Source: an optimization exercise on an open RTL-to-GDS flow (aim: small area and a short achievable clock period). Production flows keep margins and buffers that such runs may drop. The RTL was checked by simulation tests, not by an equivalence proof against the original design.

==> design.v <==
package mul_pkg;
    localparam int OPERAND_W = 32;
    localparam int PRODUCT_W = 2 * OPERAND_W;
    localparam int NUM_ROWS = OPERAND_W;
endpackage
module pp_gen
(
    input  logic                                          clk,
    input  logic                                          arst_n,
    input  logic                                          in_valid,
    input  logic [mul_pkg::OPERAND_W-1:0]                 a,
    input  logic [mul_pkg::OPERAND_W-1:0]                 b,
    output logic [mul_pkg::NUM_ROWS*mul_pkg::PRODUCT_W-1:0] rows,
    output logic                                          rows_valid
);
    localparam int OW = mul_pkg::OPERAND_W;
    localparam int PW = mul_pkg::PRODUCT_W;
    logic [OW-1:0] a_q;
    logic [OW-1:0] b_q;
    always_ff @(posedge clk or negedge arst_n)
    begin
        if (!arst_n)
        begin
            a_q <= '0;
            b_q <= '0;
        end
        else if (in_valid)
        begin
            a_q <= a;
            b_q <= b;
        end
    end
    always_ff @(posedge clk or negedge arst_n)
    begin
        if (!arst_n)
        begin
            rows_valid <= 1'b0;
        end
        else
        begin
            rows_valid <= in_valid;
        end
    end
    for (genvar i = 0; i < mul_pkg::NUM_ROWS; i++)
    begin : g_row
        logic [PW-1:0] masked;
        assign masked = {{(PW-OW){1'b0}}, a_q & {OW{b_q[i]}}};
        assign rows[i*PW +: PW] = masked << i;
    end
endmodule
module wallace_reduce
(
    input  logic                                            clk,
    input  logic                                            arst_n,
    input  logic [mul_pkg::NUM_ROWS*mul_pkg::PRODUCT_W-1:0] rows,
    input  logic                                            rows_valid,
    output logic [mul_pkg::PRODUCT_W-1:0]                   cs_sum,
    output logic [mul_pkg::PRODUCT_W-1:0]                   cs_carry,
    output logic                                            cs_valid
);
    localparam int PW = mul_pkg::PRODUCT_W;
    localparam int NR = mul_pkg::NUM_ROWS;
    function automatic int rows_at(int layer);
        int n;
        n = NR;
        for (int l = 0; l < layer; l++)
        begin
            n = 2 * (n / 3) + n % 3;
        end
        rows_at = n;
    endfunction
    function automatic int layers_needed(int rows_in);
        int n;
        int l;
        n = rows_in;
        l = 0;
        for (int k = 0; k < rows_in; k++)
        begin
            if (n > 2)
            begin
                n = 2 * (n / 3) + n % 3;
                l = l + 1;
            end
        end
        layers_needed = l;
    endfunction
    localparam int NUM_LAYERS = layers_needed(NR);
    logic [(NUM_LAYERS+1)*NR*PW-1:0] tree;
    assign tree[NR*PW-1:0] = rows;
    for (genvar l = 0; l < NUM_LAYERS; l++)
    begin : g_layer
        localparam int N_IN   = rows_at(l);
        localparam int N_OUT  = rows_at(l + 1);
        localparam int N_GRP  = N_IN / 3;
        localparam int N_LEFT = N_IN % 3;
        for (genvar g = 0; g < N_GRP; g++)
        begin : g_csa
            logic [PW-1:0] x;
            logic [PW-1:0] y;
            logic [PW-1:0] z;
            logic [PW-1:0] maj;
            assign x = tree[(l*NR + 3*g)*PW +: PW];
            assign y = tree[(l*NR + 3*g+1)*PW +: PW];
            assign z = tree[(l*NR + 3*g+2)*PW +: PW];
            assign maj = (x & y) | (x & z) | (y & z);
            assign tree[((l+1)*NR + 2*g)*PW +: PW]   = x ^ y ^ z;
            assign tree[((l+1)*NR + 2*g+1)*PW +: PW] = maj << 1;
        end
        for (genvar r = 0; r < N_LEFT; r++)
        begin : g_pass
            assign tree[((l+1)*NR + 2*N_GRP+r)*PW +: PW] = tree[(l*NR + 3*N_GRP+r)*PW +: PW];
        end
        for (genvar u = N_OUT; u < NR; u++)
        begin : g_tie
            assign tree[((l+1)*NR + u)*PW +: PW] = '0;
        end
    end
    always_ff @(posedge clk or negedge arst_n)
    begin
        if (!arst_n)
        begin
            cs_sum   <= '0;
            cs_carry <= '0;
        end
        else if (rows_valid)
        begin
            cs_sum   <= tree[(NUM_LAYERS*NR)*PW +: PW];
            cs_carry <= tree[(NUM_LAYERS*NR + 1)*PW +: PW];
        end
    end
    always_ff @(posedge clk or negedge arst_n)
    begin
        if (!arst_n)
        begin
            cs_valid <= 1'b0;
        end
        else
        begin
            cs_valid <= rows_valid;
        end
    end
endmodule
module prefix_adder
#(
    parameter int WIDTH = mul_pkg::PRODUCT_W
)
(
    input  logic             clk,
    input  logic             arst_n,
    input  logic [WIDTH-1:0] cs_sum,
    input  logic [WIDTH-1:0] cs_carry,
    input  logic             cs_valid,
    output logic [WIDTH-1:0] product,
    output logic             out_valid
);
    localparam int LEVELS = $clog2(WIDTH);
    logic [WIDTH-1:0] a_in;
    logic [WIDTH-1:0] b_in;
    logic [WIDTH-1:0] carry_in;
    logic [WIDTH-1:0] sum_w;
    logic [(LEVELS+1)*WIDTH-1:0] lvl_g;
    logic [(LEVELS+1)*WIDTH-1:0] lvl_p;
    assign a_in = cs_sum;
    assign b_in = cs_carry;
    assign lvl_g[0] = a_in[0] & b_in[0];
    assign lvl_p[0] = a_in[0] & b_in[0];
    for (genvar i = 1; i < WIDTH; i++)
    begin : g_code
        assign lvl_g[i] = a_in[i] & b_in[i];
        assign lvl_p[i] = a_in[i] | b_in[i];
    end
    for (genvar k = 0; k < LEVELS; k++)
    begin : g_level
        localparam int SPAN = 1 << k;
        for (genvar i = 0; i < WIDTH; i++)
        begin : g_pos
            if (i < SPAN)
            begin : g_keep
                assign lvl_g[(k+1)*WIDTH + i] = lvl_g[k*WIDTH + i];
                assign lvl_p[(k+1)*WIDTH + i] = lvl_p[k*WIDTH + i];
            end
            else
            begin : g_comb
                assign lvl_g[(k+1)*WIDTH + i] = lvl_g[k*WIDTH + i]
                    | (lvl_p[k*WIDTH + i] & lvl_g[k*WIDTH + i - SPAN]);
                assign lvl_p[(k+1)*WIDTH + i] = lvl_g[k*WIDTH + i]
                    | (lvl_p[k*WIDTH + i] & lvl_p[k*WIDTH + i - SPAN]);
            end
        end
    end
    assign carry_in[0] = 1'b0;
    for (genvar i = 1; i < WIDTH; i++)
    begin : g_carry
        assign carry_in[i] = lvl_p[LEVELS*WIDTH + i - 1];
    end
    assign sum_w = a_in ^ b_in ^ carry_in;
    always_ff @(posedge clk or negedge arst_n)
    begin
        if (!arst_n)
        begin
            product <= '0;
        end
        else if (cs_valid)
        begin
            product <= sum_w;
        end
    end
    always_ff @(posedge clk or negedge arst_n)
    begin
        if (!arst_n)
        begin
            out_valid <= 1'b0;
        end
        else
        begin
            out_valid <= cs_valid;
        end
    end
endmodule
module wallace_mul
(
    input  logic                          clk,
    input  logic                          arst_n,
    input  logic                          in_valid,
    input  logic [mul_pkg::OPERAND_W-1:0] a,
    input  logic [mul_pkg::OPERAND_W-1:0] b,
    output logic                          out_valid,
    output logic [mul_pkg::PRODUCT_W-1:0] product
);
    logic [mul_pkg::NUM_ROWS*mul_pkg::PRODUCT_W-1:0] rows;
    logic                                            rows_valid;
    logic [mul_pkg::PRODUCT_W-1:0]                   cs_sum;
    logic [mul_pkg::PRODUCT_W-1:0]                   cs_carry;
    logic                                            cs_valid;
    pp_gen u_pp_gen (
        .clk        (clk),
        .arst_n     (arst_n),
        .in_valid   (in_valid),
        .a          (a),
        .b          (b),
        .rows       (rows),
        .rows_valid (rows_valid)
    );
    wallace_reduce u_wallace_reduce (
        .clk        (clk),
        .arst_n     (arst_n),
        .rows       (rows),
        .rows_valid (rows_valid),
        .cs_sum     (cs_sum),
        .cs_carry   (cs_carry),
        .cs_valid   (cs_valid)
    );
    prefix_adder #(
        .WIDTH (mul_pkg::PRODUCT_W)
    ) u_prefix_adder (
        .clk       (clk),
        .arst_n    (arst_n),
        .cs_sum    (cs_sum),
        .cs_carry  (cs_carry),
        .cs_valid  (cs_valid),
        .product   (product),
        .out_valid (out_valid)
    );
endmodule
==> run.sh <==
#!/bin/bash
# synth_recipe.tcl (not shown) runs the flow's synth.tcl, then flattens the netlist and writes it again
# the make line also repeats each setting of config.mk as NAME=value (left out here)
make -C /OpenROAD-flow-scripts/flow DESIGN_CONFIG=/design/flow/config.mk WORK_HOME=/design/flow/orfs CLKGATE_MAP_FILE= SYNTH_SCRIPT=/design/flow/synth_recipe.tcl finish
==> config.mk <==
export PLATFORM = sky130hd
export DESIGN_NAME = wallace_mul
export DESIGN_NICKNAME = wallace_mul
export VERILOG_FILES = /design/flow/design.v
export SDC_FILE = /design/flow/constraint.sdc
export NUM_CORES = 4
export LEC_CHECK = 0
export CAP_MARGIN = 20
export CORE_MARGIN = 2
export CORE_UTILIZATION = 40
export SLEW_MARGIN = 20
==> constraint.sdc <==
create_clock -name core_clock -period 5.7 [get_ports {clk}]
set_input_delay 1.1400 -clock core_clock [delete_from_list [all_inputs] [get_ports {clk}]]
set_output_delay 1.1400 -clock core_clock [all_outputs]
set_load 0.01 [all_outputs]
==> run notes <==
largest net degree at the start of global routing ~170; GRT Util Overall about a fifth; Hold Path Class reg -> reg; H-tree depth reported by CTS 2; slew margin rel. just over 40%; final setup fails 0; Critical Path Fanout Max 17; area leader, netlist fa_1; status finished clean; P&R area growth vs syn 10.7%; post-synthesis cell count between 4000 and 5000; PostCTS Resize Cnt 0; iteration-0 DRC count of the detailed router 1544; Port-buffer cells ~130; Synth Net Count roughly 5700; fmax approximately 180 MHz; Commonest cells post-synth inv_1, fa_1, and2_1; global-route wire length before repair between 150000 and 200000 um; I/O pin count approximately 130; Most used DFF post-synth dfrtp_1; worst skew pair latency approximately 590 ps; fin crit period 5520 ps; FILL cells approximately 10000; worst path required time 6140 ps; crit end category flop; Post-CTS Setup Bufs 0; fin area about 0.048 sq mm; mean routed wirelength per cell ~19 um; Pre-Repair DR Iteration Count 5; Clock Skew 21.2 ps; die footprint about 0.11 sq mm; Clock transition at path regs ~60 ps; Die H 332 um; crit start category flop; vias per inst roughly 5; hold_buf cts 0; setup_tns 0 ps; register area about 0.0063 sq mm; post-synth cell types 67; CP Class reg -> reg; slowest stage cell, crit path dfrtp_1; Post-Route WL 113000 um; Final Hold Fails 0; register area share after synthesis 14.4%; CP Cell Sequence nand2_1, fa_1, fa_1, fa_1, inv_1, fa_1, inv_1, fa_1, fa_1, fa_1, inv_1, fa_1, nand2_1, o21ai_0; Final #Nets about 5800; via count 29903; CTS tree built; period utilization 96.9%; initial antenna violation count 3; multi-input logic area ~0.032 sq mm; initial core utilization between 40% and 50%; FF+latch count, synth around 250; crit-path most repeated cell fa_1; Post-Syn Area per Cell 9.58 sq um; mapped cell area between 0.04 and 0.05 sq mm; Warnings, synthesis 3; TritonCTS Buffers 37; Core ar. around 0.11 sq mm; post-detailed-route count of antenna-violating nets 0; vias in the first global route between 30000 and 40000; top-area cell type share of the netlist area between 40 and 50%; Final Slew Violations 0; worst slew pin tran ~900 ps; Die W 332 um; synth top area cells fa_1, dfrtp_1, and2_1, inv_1, ha_1; Crit path max-delay family adder cells; Routability Congestion between 0.8 and 0.9; crit-path max cell delay about 840 ps; share of layout cells above drive strength 1 roughly 7.4%; cell with the most instances after synthesis inv_1; Critical Path AT slightly below 6000 ps; Synth async-reset ratio between 90% and 100%; Post-synth EDFFs 0; Area after DPL between 0.04 and 0.05 sq mm; clock buffer depth 3; RSZ-0062 raised after global routing no; Detailed Place HPWL about 93000 um; row count 120; clock sinks ~250; CP bufs+invs 3; max cap viols 0; root buffer cell clkbuf_16; total gr overflow 0; DR DRC count 0
-- final cells by class --
cell class	instances	share of cell area, %
tap	1403	3.67
inverter	984	7.73
multi-input combinational	3034	67.7
sequential	249	13.1
clock buffer	49	2.12
antenna	1	0.00524
timing repair buffer	255	5.22
clock inverter	17	0.479
-- placed cells by master (no fill, tap or decap), types with 78 or more instances in the layout --
cell	count
clkdlybuf4s50_1	129
and2_1	632
dfrtp_1	236
a21oi_1	89
buf_4	105
inv_1	984
nor2_1	78
mux2_2	122
ha_1	267
fa_1	908
o21ai_0	155
nand2_1	535
-- state kept, by name, indices dropped and copies added, names as in the netlist --
| name | cells |
|---|---|
| u_prefix_adder.product | 64 |
| u_wallace_reduce.cs_sum | 63 |
| u_wallace_reduce.cs_carry | 55 |
| u_pp_gen.a_q | 32 |
| u_pp_gen.b_q | 32 |
| u_pp_gen.rows_valid | 1 |
| u_prefix_adder.out_valid | 1 |
| u_wallace_reduce.cs_valid | 1 |
-- stage by stage --
step | setup slack, ps | cells | hold slack (ps) | util, %
after floorplan | 483 | 4501 | 352 | -
after global placement | 101 | 5925 | 474 | 43.4
after detailed placement | 77.5 | 5925 | 478 | 43.4
after CTS | 83.2 | 5991 | 494 | 44.6
after global routing | 6.00 | 5992 | 521 | 44.6
final | 178 | 5992 | 491 | 44.6
-- worst register-to-register path, delay by kind of cell, from the launching register on --
kind                     cells  cell delay (ps)
AO/OA/AOI/OAI                1               80
adder cells (fa/ha/maj)      8             4000
flip-flops                   1              840
buffers and inverters        3              190
AND/OR/NAND/NOR              2              280
-- kinds of logic (layout without fill, tap and decap cells) --
group / Yosys count / after routing / synth area share [%]
AO/OA/AOI/OAI: 381 / 381 / 5.41
other: 0 / 1 / 0
flip-flops: 249 / 249 / 14.4
XOR/XNOR: 45 / 45 / 0.914
adder cells (fa/ha/maj): 1175 / 1175 / 49.9
AND/OR/NAND/NOR: 1309 / 1309 / 15.5
buffers and inverters: 1218 / 1305 / 10.6
multiplexers: 124 / 124 / 3.24
-- worst paths after layout --
path / slack [ps] / cells after the start / startpoint / to
setup / recovery: 180 / 14 / u_pp_gen.b_q[11] / u_wallace_reduce.cs_sum[37]
setup reg to reg: 180 / 14 / u_pp_gen.b_q[11] / u_wallace_reduce.cs_sum[37]
hold reg to reg: 490 / 2 / u_prefix_adder.product[29] / u_prefix_adder.product[29]
max in group asynchronous: 3830 / 2 / arst_n / u_pp_gen.a_q[20]
hold / removal: 490 / 2 / u_prefix_adder.product[29] / u_prefix_adder.product[29]
min in group asynchronous: 650 / 1 / arst_n / u_prefix_adder.product[16]
-- per-layer routing --
layer,vias to the layer above,track usage (%),wire (um)
met1,15794,26.1,44100
li1,13381,-,-
met2,564,39.3,60900
met4,2,6.72,3850
met5,-,0,13
met3,162,2.15,3830

[re-timing with driven ports]
Ports are ideal in the flow. The routed layout listed here was re-timed in OpenROAD.
Step 1 assumes that a clkbuf_16 drives the clock port and a buf_2 every other input.
Step 2 adds t to the input delays and takes it off the output delays; t is the mean of the earliest and latest rising clock arrival at the registers after step 1. Input paths then give back, and output paths get back, about the clock's delay inside the block.
a / b / c = ideal ports / drivers / drivers and shift; a / b = the first two.
t (ns): 0.645
slack for setup (ns): 0.178 / 0.178 / 0.178
latest minus earliest clock arrival (ns): 0.023 / 0.023
worst slew at a driven data input, ns: 0.16
cell pins on the clock port's net: 1
After both steps setup and hold are still met in this run. The setup slack of this run moves by 0.000 ns with the drivers and by 0.000 ns with both steps.
